Background: an optimization exercise with open tools, aiming at small area, a short achievable clock period and few clock cycles per item. Do not read the settings as production practice.
The RTL was checked by simulation tests, not by an equivalence proof against the original design.
No activity file was given, so power comes from the tool's default toggle rates.

==> flow/design.v <==
package ils_pkg;
  localparam int CAPACITY  = 16;
  localparam int WORD_BITS = 64;
  localparam int IDX_W     = $clog2(CAPACITY);
  localparam int CNT_W     = $clog2(CAPACITY + 1);
  localparam logic [2:0] FN_INSERT = 3'd0;
  localparam logic [2:0] FN_DELETE = 3'd1;
  localparam logic [2:0] FN_FIND   = 3'd2;
  localparam logic [2:0] FN_GET    = 3'd3;
  localparam logic [2:0] FN_UPDATE = 3'd4;
  localparam logic [1:0] ST_OK      = 2'd0;
  localparam logic [1:0] ST_RANGE   = 2'd1;
  localparam logic [1:0] ST_FULL    = 2'd2;
  localparam logic [1:0] ST_MISSING = 2'd3;
endpackage
module ils_cell (
  input  logic                          clk,
  input  logic                          rst,
  input  logic                          alloc,     
  input  logic                          ins_ok,    
  input  logic                          shift,     
  input  logic                          down,      
  input  logic                          is_ins,    
  input  logic                          wr_upd,    
  input  logic                          wr_del,    
  input  logic                          find,
  input  logic                          get,
  input  logic                          pos_lo,    
  input  logic [ils_pkg::IDX_W-1:0]     pos_in,
  input  logic [ils_pkg::WORD_BITS-1:0] word_in,
  output logic [ils_pkg::WORD_BITS-1:0] word,
  output logic [ils_pkg::IDX_W-1:0]     pos,
  output logic                          live,
  output logic                          hit_next,  
  output logic                          sel_next   
);
  logic at, ge, we, kill;
  logic [ils_pkg::IDX_W-1:0] step;
  assign at = live && pos_lo && (pos == pos_in);
  assign ge = pos_lo && (pos >= pos_in);
  assign we   = (is_ins && alloc) || (wr_upd && at);
  assign kill = wr_del && at;
  assign hit_next = find && live && (word == word_in);
  assign sel_next = get && at;
  always_ff @(posedge clk) begin
    if (we) word <= word_in;
  end
  always_comb begin
    step[0] = 1'b1;
    for (int k = 1; k < ils_pkg::IDX_W; k++) begin
      step[k] = step[k-1] && (pos[k-1] ^ down);
    end
  end
  always_ff @(posedge clk) begin
    if (is_ins && alloc) pos <= pos_in;
    else if (shift && ge) pos <= pos ^ step;
  end
  always_ff @(posedge clk) begin
    if (rst) live <= 1'b0;
    else if (ins_ok && alloc) live <= 1'b1;
    else if (kill) live <= 1'b0;
  end
endmodule
module ils_reduce (
  input  logic [ils_pkg::CAPACITY-1:0]                         hits,
  input  logic [ils_pkg::CAPACITY-1:0]                         sels,
  input  logic [ils_pkg::CAPACITY-1:0][ils_pkg::IDX_W-1:0]     pos,
  input  logic [ils_pkg::CAPACITY-1:0][ils_pkg::WORD_BITS-1:0] words,
  output logic                                                 any,
  output logic [ils_pkg::IDX_W-1:0]                            first,
  output logic [ils_pkg::WORD_BITS-1:0]                        sel_word
);
  logic [ils_pkg::CAPACITY-1:0] at_pos;
  always_comb begin
    for (int q = 0; q < ils_pkg::CAPACITY; q++) begin
      at_pos[q] = 1'b0;
      for (int s = 0; s < ils_pkg::CAPACITY; s++) begin
        at_pos[q] = at_pos[q] | (hits[s] && pos[s] == ils_pkg::IDX_W'(q));
      end
    end
  end
  always_comb begin
    first = '0;
    for (int q = ils_pkg::CAPACITY - 1; q >= 0; q--) begin
      if (at_pos[q]) first = ils_pkg::IDX_W'(q);
    end
  end
  always_comb begin
    sel_word = '0;
    for (int s = 0; s < ils_pkg::CAPACITY; s++) begin
      sel_word = sel_word | (words[s] & {ils_pkg::WORD_BITS{sels[s]}});
    end
  end
  assign any = |hits;
endmodule
module indexed_list_store (
  input  logic        clk,
  input  logic        rst,
  input  logic        req_valid,
  output logic        req_stall,
  input  logic [2:0]  req_func,
  input  logic [6:0]  req_position,
  input  logic [63:0] req_word,
  output logic        rsp_valid,
  input  logic        rsp_stall,
  output logic [1:0]  rsp_status,
  output logic [5:0]  rsp_found_at,
  output logic [63:0] rsp_word,
  output logic [6:0]  rsp_count
);
  localparam int N  = ils_pkg::CAPACITY;
  localparam int IW = ils_pkg::IDX_W;
  localparam int CW = ils_pkg::CNT_W;
  localparam int WB = ils_pkg::WORD_BITS;
  logic [CW-1:0] fill, fill_next;
  logic          accept;
  logic       in_range, pos_ok_ins;
  logic       ins_ok, del_ok, upd_ok, find, get_ok, is_ins, is_del, is_upd, is_get, pos_lo;
  logic [1:0] status_now;
  assign accept     = req_valid && !req_stall;
  assign in_range   = 7'(fill) > req_position;
  assign pos_ok_ins = req_position <= 7'(fill);
  assign pos_lo     = req_position[6:IW] == '0;
  assign is_ins     = req_func == ils_pkg::FN_INSERT;
  assign is_del     = req_func == ils_pkg::FN_DELETE;
  assign is_upd     = req_func == ils_pkg::FN_UPDATE;
  assign is_get     = req_func == ils_pkg::FN_GET;
  always_comb begin
    ins_ok     = 1'b0;
    del_ok     = 1'b0;
    upd_ok     = 1'b0;
    find       = 1'b0;
    get_ok     = 1'b0;
    status_now = ils_pkg::ST_OK;
    fill_next  = fill;
    case (req_func)
      ils_pkg::FN_INSERT: begin
        if (!pos_ok_ins) status_now = ils_pkg::ST_RANGE;
        else if (fill[CW-1]) status_now = ils_pkg::ST_FULL;
        else begin
          ins_ok    = 1'b1;
          fill_next = fill + CW'(1);
        end
      end
      ils_pkg::FN_DELETE: begin
        if (!in_range) status_now = ils_pkg::ST_RANGE;
        else begin
          del_ok    = 1'b1;
          fill_next = fill - CW'(1);
        end
      end
      ils_pkg::FN_FIND: begin
        find       = 1'b1;
        status_now = ils_pkg::ST_MISSING;
      end
      ils_pkg::FN_GET: begin
        if (!in_range) status_now = ils_pkg::ST_RANGE;
        else get_ok = 1'b1;
      end
      ils_pkg::FN_UPDATE: begin
        if (!in_range) status_now = ils_pkg::ST_RANGE;
        else upd_ok = 1'b1;
      end
      default: status_now = ils_pkg::ST_RANGE;
    endcase
  end
  logic [N-1:0][WB-1:0] words;
  logic [N-1:0][IW-1:0] pos;
  logic [N-1:0]         live;
  logic [N-1:0]         hit_next, sel_next;
  logic [N-1:0]         alloc;
  always_comb begin
    alloc = '0;
    for (int s = N - 1; s >= 0; s--) begin
      if (!live[s]) alloc = N'(1) << s;
    end
  end
  for (genvar s = 0; s < N; s++) begin : g_slot
    ils_cell u_cell (
      .clk      (clk),
      .rst      (rst),
      .alloc    (alloc[s]),
      .ins_ok   (accept && ins_ok),
      .shift    (accept && ((is_ins && !fill[CW-1]) || is_del)),
      .down     (is_del),
      .is_ins   (is_ins),
      .wr_upd   (accept && is_upd),
      .wr_del   (accept && is_del),
      .find     (find),
      .get      (is_get),
      .pos_lo   (pos_lo),
      .pos_in   (req_position[IW-1:0]),
      .word_in  (req_word),
      .word     (words[s]),
      .pos      (pos[s]),
      .live     (live[s]),
      .hit_next (hit_next[s]),
      .sel_next (sel_next[s])
    );
  end
  logic          r_v, r_find;
  logic [1:0]    r_status;
  logic [N-1:0]  r_hits, r_sels;
  logic          any;
  logic [IW-1:0] first;
  logic [WB-1:0] sel_word;
  ils_reduce u_reduce (
    .hits     (r_hits),
    .sels     (r_sels),
    .pos      (pos),
    .words    (words),
    .any      (any),
    .first    (first),
    .sel_word (sel_word)
  );
  logic [1:0]    red_status;
  logic [IW-1:0] red_found;
  assign red_status = r_find ? (any ? ils_pkg::ST_OK : ils_pkg::ST_MISSING) : r_status;
  assign red_found  = (r_find && any) ? first : '0;
  logic          o_v;
  logic [1:0]    o_status;
  logic [IW-1:0] o_found;
  logic [WB-1:0] o_word;
  logic [CW-1:0] o_count;
  logic o_load;
  assign o_load    = r_v && (!o_v || !rsp_stall);
  assign req_stall = r_v && o_v && rsp_stall;
  always_ff @(posedge clk) begin
    if (rst) begin
      fill <= '0;
      r_v  <= 1'b0;
      o_v  <= 1'b0;
    end else begin
      if (accept) fill <= fill_next;
      r_v <= accept || (r_v && !o_load);
      o_v <= o_load || (o_v && rsp_stall);
    end
  end
  always_ff @(posedge clk) begin
    if (accept) begin
      r_find   <= find;
      r_status <= status_now;
      r_hits   <= hit_next;
      r_sels   <= sel_next;
    end
  end
  always_ff @(posedge clk) begin
    if (o_load) begin
      o_status <= red_status;
      o_found  <= red_found;
      o_word   <= sel_word;
      o_count  <= fill;
    end
  end
  assign rsp_valid    = o_v;
  assign rsp_status   = o_status;
  assign rsp_found_at = 6'(o_found);
  assign rsp_word     = o_word;
  assign rsp_count    = 7'(o_count);
endmodule
make LEC_CHECK=0 CAP_MARGIN=20 CORE_MARGIN=2 CORE_UTILIZATION=40 CTS_CLUSTER_DIAMETER=100 CTS_CLUSTER_SIZE=18 PLACE_DENSITY=0.55 SETUP_SLACK_MARGIN=3.0 SLEW_MARGIN=20 TNS_END_PERCENT=10 finish   # period 6.0 ns
run.sh (not shown) runs the stock make flow with config.mk's settings and CLKGATE_MAP_FILE= SYNTH_SCRIPT=/design/flow/synth_recipe.tcl, a recipe that flattens the netlist after the stock synthesis.
The baseline completed without violations.
Testbench counts at the start, summed over its fixed seeds: cycles 32,016, items 32,000.
Then changed:
CORE_UTILIZATION = 25   (was 40)
PLACE_DENSITY = 0.4   (was 0.55)
Outcome: The new run completed without violations. Power goes up by a few percent. Routed wire length goes up by roughly a tenth. First-iteration DRC count goes down by a quarter to a third. Worst setup slack gains 110 ps. Non-clock buffer count goes up by 25. Die area goes up by well over a third. Cell count goes up by about a fifth. Clock-buffer cell count goes up by 11. Sequential power barely changes. Fmax goes up by a few percent.
Then changed:
CORE_UTILIZATION = 30   (was 25)
PLACE_DENSITY = 0.45   (was 0.4)
Outcome: The changed run passed the timing, DRC and antenna checks. Area after synthesis is unchanged. Via count grows by 1.6%. Design area fell by 3.0%. Clock skew stays flat. Worst setup slack is better by 24 ps. Total power came out lower by 3.5%. Wire length decreases by 6.1%. Die area decreases by 17%.

[afterwards: timing with drivers on the ports]
No port has a modelled driver above. Below, the same layouts with a new extraction and two added sets of constraints.
Step 1: set_driving_cell puts a clkbuf_16 on clk and a buf_2 on each other input, an assumption about the parent block.
Step 2 moves the port delays by t, midway between the first and last clock arrival at a register: inputs arrive t later, outputs are due t later. That takes back most of the time a late clock gives input paths.
Three values: ideal ports, drivers, drivers and shift; two values: the first two.
run | shift t [ns] | slack for setup (ns) | worst data-port slew with drivers (ns)
the first run | 0.871 | 2.566 / 2.495 / 1.624 | 0.18
the second run | 0.877 | 2.676 / 2.676 / 1.987 | 0.11
the third run | 0.923 | 2.700 / 2.736 / 1.843 | 0.10
After both steps every run listed still meets setup and hold. The setup slack of the first run, which loses most, moves by -0.071 ns with the drivers and by -0.942 ns with both steps.
